Source: an optimization exercise on an open RTL-to-GDS flow (aim: small area). Production flows keep margins and buffers that such runs may drop.
Function was checked by simulation only, so behaviour that the tests miss may differ from the original.
No activity file was given, so power comes from the tool's default toggle rates.

File: flow/design.v
package rid_pkg;
  localparam int unsigned SPEED_DEPTH_DEF = 10;
  localparam int unsigned ACCEL_DEPTH_DEF = 100;
  localparam int unsigned IN_DATA_W  = 80;
  localparam int unsigned OUT_DATA_W = 56;
  localparam int unsigned CMD_W      = 2;
  localparam int unsigned REG_IDX_W  = 2;
  localparam int unsigned REG_DATA_W = 32;
  localparam logic signed [15:0] SPEED_LIMIT_RST = -16'sd256;
  function automatic logic [15:0] scale(input logic [15:0] g);
    logic        s;
    logic [15:0] m;
    logic [20:0] n;
    logic [16:0] t;
    logic [2:0]  r;
    logic [3:0]  r4;
    logic [16:0] q;
    s = g[15];
    m = s ? 16'(-g) : g;
    n = (21'(m) << 5) + (21'(m) << 4) + 21'(m) + 21'd40;
    t = n[20:4];
    r = 3'd0;
    for (int i = 16; i >= 0; i--) begin
      r4 = {r, t[i]};
      if (r4 >= 4'd5) begin
        q[i] = 1'b1;
        r    = 3'(r4 - 4'd5);
      end else begin
        q[i] = 1'b0;
        r    = r4[2:0];
      end
    end
    scale = s ? 16'(-q[15:0]) : q[15:0];
  endfunction
endpackage
module rid_ram #(
  parameter int unsigned WIDTH = 32,
  parameter int unsigned DEPTH = 100
) (
  input  logic             clk_i,
  input  logic             we_i,
  input  logic             clr_i,
  input  logic [WIDTH-1:0] wdata_i,
  output logic [WIDTH-1:0] tail_o
);
  logic [WIDTH*DEPTH-1:0] ring_q;
  logic [WIDTH-1:0]       in_d;
  assign tail_o = ring_q[WIDTH*DEPTH-1 -: WIDTH];
  assign in_d   = we_i ? wdata_i : (clr_i ? '0 : tail_o);
  always_ff @(posedge clk_i) begin
    ring_q <= {ring_q[WIDTH*(DEPTH-1)-1:0], in_d};
  end
endmodule
module rid_scan (
  input  logic               clk_i,
  input  logic               first_i,    
  input  logic               upd_i,      
  input  logic               spd_i,      
  input  logic [2:0]         conv_i,     
  input  logic signed [15:0] x_i,
  input  logic signed [15:0] z_i,
  input  logic signed [15:0] v_i,
  output logic signed [19:0] sum_o,
  output logic signed [15:0] xmax_o,
  output logic signed [15:0] zmax_o,
  output logic signed [15:0] zmin_o
);
  logic signed [19:0] sum_q;
  logic signed [15:0] xmax_q, zmax_q, zmin_q;
  logic [15:0]        cin, cout;
  assign cin  = conv_i[0] ? xmax_q : (conv_i[1] ? zmax_q : zmin_q);
  assign cout = rid_pkg::scale(cin);
  always_ff @(posedge clk_i) begin
    if (first_i) begin
      sum_q  <= 20'(v_i);
      xmax_q <= x_i;
      zmax_q <= z_i;
      zmin_q <= z_i;
    end else if (upd_i) begin
      if (spd_i) sum_q <= sum_q + 20'(v_i);
      if (x_i > xmax_q) xmax_q <= x_i;
      if (z_i > zmax_q) zmax_q <= z_i;
      if (z_i < zmin_q) zmin_q <= z_i;
    end else begin
      if (conv_i[0]) xmax_q <= cout;
      if (conv_i[1]) zmax_q <= cout;
      if (conv_i[2]) zmin_q <= cout;
    end
  end
  assign sum_o  = sum_q;
  assign xmax_o = xmax_q;
  assign zmax_o = zmax_q;
  assign zmin_o = zmin_q;
endmodule
module reverse_impact_detector_unit #(
  parameter int unsigned SPEED_DEPTH = rid_pkg::SPEED_DEPTH_DEF,
  parameter int unsigned ACCEL_DEPTH = rid_pkg::ACCEL_DEPTH_DEF
) (
  input  logic                            clk_i,
  input  logic                            rst_ni,
  input  logic                            s_axis_tvalid,
  output logic                            s_axis_tready,
  input  logic [rid_pkg::IN_DATA_W-1:0]   s_axis_tdata,
  input  logic [rid_pkg::CMD_W-1:0]       s_axis_tuser,
  output logic                            m_axis_tvalid,
  input  logic                            m_axis_tready,
  output logic [rid_pkg::OUT_DATA_W-1:0]  m_axis_tdata,
  input  logic                            cfg_we_i,
  input  logic [rid_pkg::REG_IDX_W-1:0]   cfg_idx_i,
  input  logic [rid_pkg::REG_DATA_W-1:0]  cfg_data_i
);
  localparam int unsigned AW = $clog2(ACCEL_DEPTH);
  localparam int unsigned SW = $clog2(SPEED_DEPTH);
  typedef enum logic [2:0] {
    ST_IDLE,
    ST_SCAN,
    ST_CX,
    ST_CZH,
    ST_CZL,
    ST_DONE
  } state_e;
  logic signed [15:0] peak_thr_q;
  logic [15:0]        zspread_thr_q;
  logic [31:0]        hold_q;
  logic signed [15:0] limit_q;
  state_e             state_q, state_d;
  logic               clr_q;
  logic [AW-1:0]      da_q;
  logic [SW-1:0]      dv_q;
  logic               detected_q;
  logic [31:0]        onset_q;
  logic               m_valid_q;
  logic               s_acc, a_wr, v_wr, start, take;
  logic [1:0]         cmd;
  logic [31:0]        a_tail;
  logic [15:0]        v_tail;
  logic signed [19:0] sum;
  logic signed [15:0] xmax, zmax, zmin;
  logic [15:0]        spread;
  logic signed [19:0] lim10;
  logic               cond;
  logic [31:0]        now, elapsed;
  assign cmd   = s_axis_tuser;
  assign s_acc = s_axis_tvalid & s_axis_tready;
  assign a_wr  = s_acc & (cmd == 2'd1);
  assign v_wr  = s_acc & (cmd == 2'd0);
  assign start = (state_q == ST_IDLE) & !clr_q & s_axis_tvalid & (cmd == 2'd2) &
                 !m_valid_q & (da_q == '0);
  assign take  = (state_q == ST_DONE);
  always_comb begin
    s_axis_tready = 1'b0;
    if (state_q == ST_DONE) begin
      s_axis_tready = 1'b1;
    end else if (state_q == ST_IDLE && !clr_q) begin
      case (cmd)
        2'd0:    s_axis_tready = (dv_q == '0);
        2'd1:    s_axis_tready = (da_q == '0);
        2'd2:    s_axis_tready = 1'b0;
        default: s_axis_tready = 1'b1;
      endcase
    end
  end
  always_comb begin
    state_d = state_q;
    case (state_q)
      ST_IDLE: if (start) state_d = ST_SCAN;
      ST_SCAN: if (da_q == AW'(1)) state_d = ST_CX;
      ST_CX:   state_d = ST_CZH;
      ST_CZH:  state_d = ST_CZL;
      ST_CZL:  state_d = ST_DONE;
      default: state_d = ST_IDLE;
    endcase
  end
  always_ff @(posedge clk_i or negedge rst_ni) begin
    if (!rst_ni) begin
      state_q <= ST_IDLE;
      clr_q   <= 1'b1;
      da_q    <= '0;
      dv_q    <= '0;
    end else begin
      state_q <= state_d;
      if (da_q == AW'(1)) clr_q <= 1'b0;
      if (!a_wr) da_q <= (da_q == '0) ? AW'(ACCEL_DEPTH - 1) : da_q - 1'b1;
      if (!v_wr) dv_q <= (dv_q == '0) ? SW'(SPEED_DEPTH - 1) : dv_q - 1'b1;
    end
  end
  always_ff @(posedge clk_i or negedge rst_ni) begin
    if (!rst_ni) begin
      peak_thr_q    <= '0;
      zspread_thr_q <= '0;
      hold_q        <= '0;
      limit_q       <= rid_pkg::SPEED_LIMIT_RST;
    end else if (cfg_we_i) begin
      case (cfg_idx_i)
        2'd0: peak_thr_q    <= cfg_data_i[15:0];
        2'd1: zspread_thr_q <= cfg_data_i[15:0];
        2'd2: hold_q        <= cfg_data_i;
        2'd3: limit_q       <= cfg_data_i[15:0];
        default: ;
      endcase
    end
  end
  rid_ram #(.WIDTH(32), .DEPTH(ACCEL_DEPTH)) u_accel (
    .clk_i   (clk_i),
    .we_i    (a_wr),
    .clr_i   (clr_q),
    .wdata_i (s_axis_tdata[47:16]),
    .tail_o  (a_tail)
  );
  rid_ram #(.WIDTH(16), .DEPTH(SPEED_DEPTH)) u_speed (
    .clk_i   (clk_i),
    .we_i    (v_wr),
    .clr_i   (clr_q),
    .wdata_i (s_axis_tdata[15:0]),
    .tail_o  (v_tail)
  );
  rid_scan u_scan (
    .clk_i   (clk_i),
    .first_i (start),
    .upd_i   (state_q == ST_SCAN),
    .spd_i   (da_q > AW'(ACCEL_DEPTH - SPEED_DEPTH)),
    .conv_i  ({state_q == ST_CZL, state_q == ST_CZH, state_q == ST_CX}),
    .x_i     (a_tail[15:0]),
    .z_i     (a_tail[31:16]),
    .v_i     (v_tail),
    .sum_o   (sum),
    .xmax_o  (xmax),
    .zmax_o  (zmax),
    .zmin_o  (zmin)
  );
  assign spread  = zmax - zmin;
  assign lim10   = (20'(limit_q) <<< 3) + (20'(limit_q) <<< 1);
  assign now     = s_axis_tdata[79:48];
  assign elapsed = now - onset_q;
  assign cond    = sum[19] && (sum > lim10) && (xmax > peak_thr_q) && (spread > zspread_thr_q);
  always_ff @(posedge clk_i or negedge rst_ni) begin
    if (!rst_ni) begin
      detected_q <= 1'b0;
      onset_q    <= '0;
      m_valid_q  <= 1'b0;
    end else begin
      if (take) begin
        if (cond) begin
          if (!detected_q) begin
            detected_q <= 1'b1;
            onset_q    <= now;
          end
        end else if (detected_q && elapsed > hold_q) begin
          detected_q <= 1'b0;
        end
        m_valid_q <= 1'b1;
      end else if (m_axis_tready) begin
        m_valid_q <= 1'b0;
      end
    end
  end
  assign m_axis_tvalid = m_valid_q;
  assign m_axis_tdata  = {3'b000, sum, spread, xmax, detected_q};
endmodule
File: flow/run.sh
#!/bin/bash
# synth_recipe.tcl (not shown) runs the flow's synth.tcl, then flattens the netlist and writes it again
# the make line also repeats each setting of config.mk as NAME=value (left out here)
make -C /OpenROAD-flow-scripts/flow DESIGN_CONFIG=/design/flow/config.mk WORK_HOME=/design/flow/orfs CLKGATE_MAP_FILE= SYNTH_SCRIPT=/design/flow/synth_recipe.tcl finish
File: flow/config.mk
export PLATFORM = sky130hd
export DESIGN_NAME = reverse_impact_detector_unit
export DESIGN_NICKNAME = reverse_impact_detector_unit
export VERILOG_FILES = /design/flow/design.v
export SDC_FILE = /design/flow/constraint.sdc
export NUM_CORES = 4
export LEC_CHECK = 0
export CAP_MARGIN = 20
export CORE_MARGIN = 2
export CORE_UTILIZATION = 40
export SLEW_MARGIN = 20
File: flow/constraint.sdc
create_clock -name core_clock -period 10.0 [get_ports {clk_i}]
set_input_delay 2.0000 -clock core_clock [delete_from_list [all_inputs] [get_ports {clk_i}]]
set_output_delay 2.0000 -clock core_clock [all_outputs]
set_load 0.01 [all_outputs]
==> notes.md <==
Nets: 6,848
NetSw: 0.00539 W
Yosys top cell by area: dfxtp_1
Max clock buf depth: 4
HPWL Detailed: 93.7 mm
Crit path DAT: 17.59 ns
Seq/Total Area, Yosys: 0.837
Final WS setup: -6.98 ns
CP Capture Type: flip-flop
Internal power: 0.0220 W
Lkg Pwr: 44.6 nW
Initial Util: 0.403
GRT Residual Overflow: 0
Routed WL: 146 mm
RSZ-0062 raised after global routing: yes
Worst Skew: 0.0829 ns
Largest net degree at the start of global routing: 71
CP max stage delay: 0.56 ns
Vias in the first global route: 40,100
Post-synthesis cell area: 86,700 um2
Min-Delay Path Class: reg -> reg
CTS Sinks: 3,557
WHS: 0.247 ns
Share of cells above drive strength 1: 0.193
Synth Warn #: 4
FP Rows: 170
Detail Route Antenna Nets: 0
Library cells used by synthesis: 100
CTS buffer count: 340
Crit-path max FO: 8
Syn avg cell area: 15.5 um2
Die X: 469 um
Status: complete, but fails checks
Antenna violations before repair: 10
Max_cap viols: 0
Max stage delay cell, worst path: or4_4
CP Class: reg -> reg
Final Hold Fails: 0
Post-Synthesis Cells: 5,602
Post-synth EDFFs: 68
Drt via density: 4.19
Commonest cells after routing, fill and taps aside: dfxtp_1, buf_4, clkbuf_16
Worst-Margin Slew: 0.967 ns
Die ar.: 220,000 um2
Post-synthesis register bit count: 3,557
CTS clk-pin slew, worst paths: 0.06 ns
Top-Level Pins: 179
PwrDens: 255 nW/um2
Most common flop cell mapped by yosys: dfxtp_1
Input/output buffers: 175
Initial DRC count: 1,829
Combinational fraction of design power: 0.024
Max Freq: 58.9 MHz
Root Driver: clkbuf_16
Slew margin rel.: 0.350
Post-synthesis async set-or-reset flop share: 0.0363
Pins Over Slew Limit: 0
Die span in y: 469 um
Routability cong.: 0.849
Critical path startpoint category: flip-flop
H-tree Lvls: 5
Pre-antenna DRT Iters: 4
First-pass GRT wire length: 228 mm
Core area: 215,000 um2
Largest cells by area after synthesis: dfxtp_1, ha_1, dfrtp_1
Crit share post-route: 1.70
Fail Reasons: setup timing
Setup Viol. Count Final: 48
DRC: 0
GRT Util Overall: 0.132
Worst EP required: 10.61 ns
Area share of the largest cell type after synthesis: 0.776
Area delta synth->final: 24.1%
Post-route minimum period: 16.98 ns
# hold bufs at CTS: 0
Wire length per cell: 15.4 um
CTS tree: done
Vias: 39,900
Worst IR drop on VDD: 0.183 mV
DP Area: 95,000 um2
Worst-skew pair later-pin latency: 0.94 ns
Sequential power share: 0.523
Switching Share: 0.196
Final Instance Area: 108,000 um2
Clock share of power: 0.453
Commonest non-fill, non-tap cell in the layout: dfxtp_1
per-layer routing:
metal | share of wire | global-route usage | routed length [um]
met5 | 0.00014 | 0 | 21
met4 | 0.040 | 0.0647 | 5860
met3 | 0.049 | 0.0330 | 7180
met1 | 0.48 | 0.180 | 70200
met2 | 0.43 | 0.197 | 63200
registers in the layout (all words and copies together), names as in the netlist, 16 cells and up:
| name | flops |
|---|---|
| u_accel.ring_q | 3200 |
| zspread_thr_q | 16 |
| limit_q | 16 |
| u_scan.xmax_q | 16 |
| peak_thr_q | 16 |
| u_speed.ring_q | 160 |
| u_scan.zmin_q | 16 |
| u_scan.sum_q | 20 |
| onset_q | 32 |
| u_scan.zmax_q | 16 |
| hold_q | 32 |
kinds of logic (layout without fill, tap and decap cells):
family / Yosys count / count (layout) / share of synthesized area
other: 1 / 7 / 0.0000433
AOI/OAI and AO/OA: 557 / 557 / 0.0402
and+or+nand+nor: 610 / 610 / 0.0358
muxes: 143 / 143 / 0.0186
DFF: 3557 / 3557 / 0.837
adders and majority gates: 284 / 284 / 0.0414
xor gates and xnor gates: 121 / 121 / 0.0122
buffers and inverters: 329 / 1415 / 0.0146
cells in the mapped netlist (68+ instances only):
library cell and n:
a21oi_1 161, inv_1 261, nor2_1 139, nand2b_1 93, xnor2_1 88, dfrtp_1 120, edfxtp_1 68, ha_1 274
o21ai_0 183, dfxtp_1 3360, mux2_2 105, nand2_1 164
cell type report:
type	count	area, um2
inverters	262	991
well taps	2838	3550
fillers	17900	108000
diodes	4	10.0
clock inverters	107	1240
flip-flops and latches	3557	72500
clock buffers	478	9840
repair buffers	568	4760
multi-input cells	1718	14600
critical path: cells and delay by family (launching register included):
kind / cells / cell delay [ns]
AO/OA/AOI/OAI: 30 / 5.42
adder cells (fa/ha/maj): 18 / 3.88
AND/OR/NAND/NOR: 25 / 3.58
XOR/XNOR: 9 / 1.43
buffers and inverters: 14 / 1.39
multiplexers: 3 / 0.61
flip-flops: 1 / 0.38
stage by stage:
stage	std cells	util	total power (W)	TNS, ns	setup WS [ns]
after floorplan	5604	-	0.0151	-311.99	-7.38
after global placement	8882	0.442	0.0153	-300.77	-6.94
after detailed placement	8882	0.442	0.0153	-312.51	-7.27
after CTS	9504	0.497	0.0278	-289.53	-6.74
after global routing	9530	0.500	0.0285	-339.96	-7.80
final	9532	0.500	0.0274	-301.41	-6.98
what timing repair did:
item	in CTS	in global routing
buffers inserted	43	27
setup endpoints to repair	48	48
pin swaps	50	95
resized for setup	90	84
power by group through the flow:
stage                     logic [W]  registers [W]  clock network, W
final                      0.000653         0.0144            0.0124
after global routing       0.000750         0.0144            0.0134
after CTS                  0.000666         0.0143            0.0128
after detailed placement   0.000659         0.0147                 0
after global placement     0.000640         0.0147                 0
after floorplan            0.000459         0.0146                 0
final timing paths:
path                                                endpoint                    startpoint  slack (ns)  cells after the start
max in group asynchronous             state_q[0]$_DFFE_PN0P_                        rst_ni        7.48                      2
min in group asynchronous            onset_q[31]$_DFFE_PN0P_                        rst_ni        1.08                      1
worst min-delay path            u_accel.ring_q[2567]$_DFF_P_  u_accel.ring_q[2535]$_DFF_P_        0.25                      0
worst max-delay path             u_scan.zmax_q[10]$_DFFE_PP_        state_q[2]$_DFFE_PN0P_       -6.98                     99
worst max register to register   u_scan.zmax_q[10]$_DFFE_PP_        state_q[2]$_DFFE_PN0P_       -6.98                     99
worst min register to register  u_accel.ring_q[2567]$_DFF_P_  u_accel.ring_q[2535]$_DFF_P_        0.25                      0

what the ideal ports hide:
In the flow no input, the clock included, has a driving cell. The finished layout below was timed again as built, in two steps.
Step 1 assumes that a clkbuf_16 drives the clock port and a buf_2 every other input.
Step 2 moves the port delays by t, midway between the first and last clock arrival at a register: inputs arrive t later, outputs are due t later. That takes back most of the time a late clock gives input paths.
Slacks: ideal ports / drivers / drivers and shift; pairs: ideal ports / drivers.
t (ns): 0.971
setup WS [ns]: -6.983 / -6.983 / -6.983
hold WS [ns]: 0.247 / 0.247 / 0.247
worst setup path at the end: register to register
The setup slack of this run moves by 0.000 ns with the drivers and by 0.000 ns with both steps.
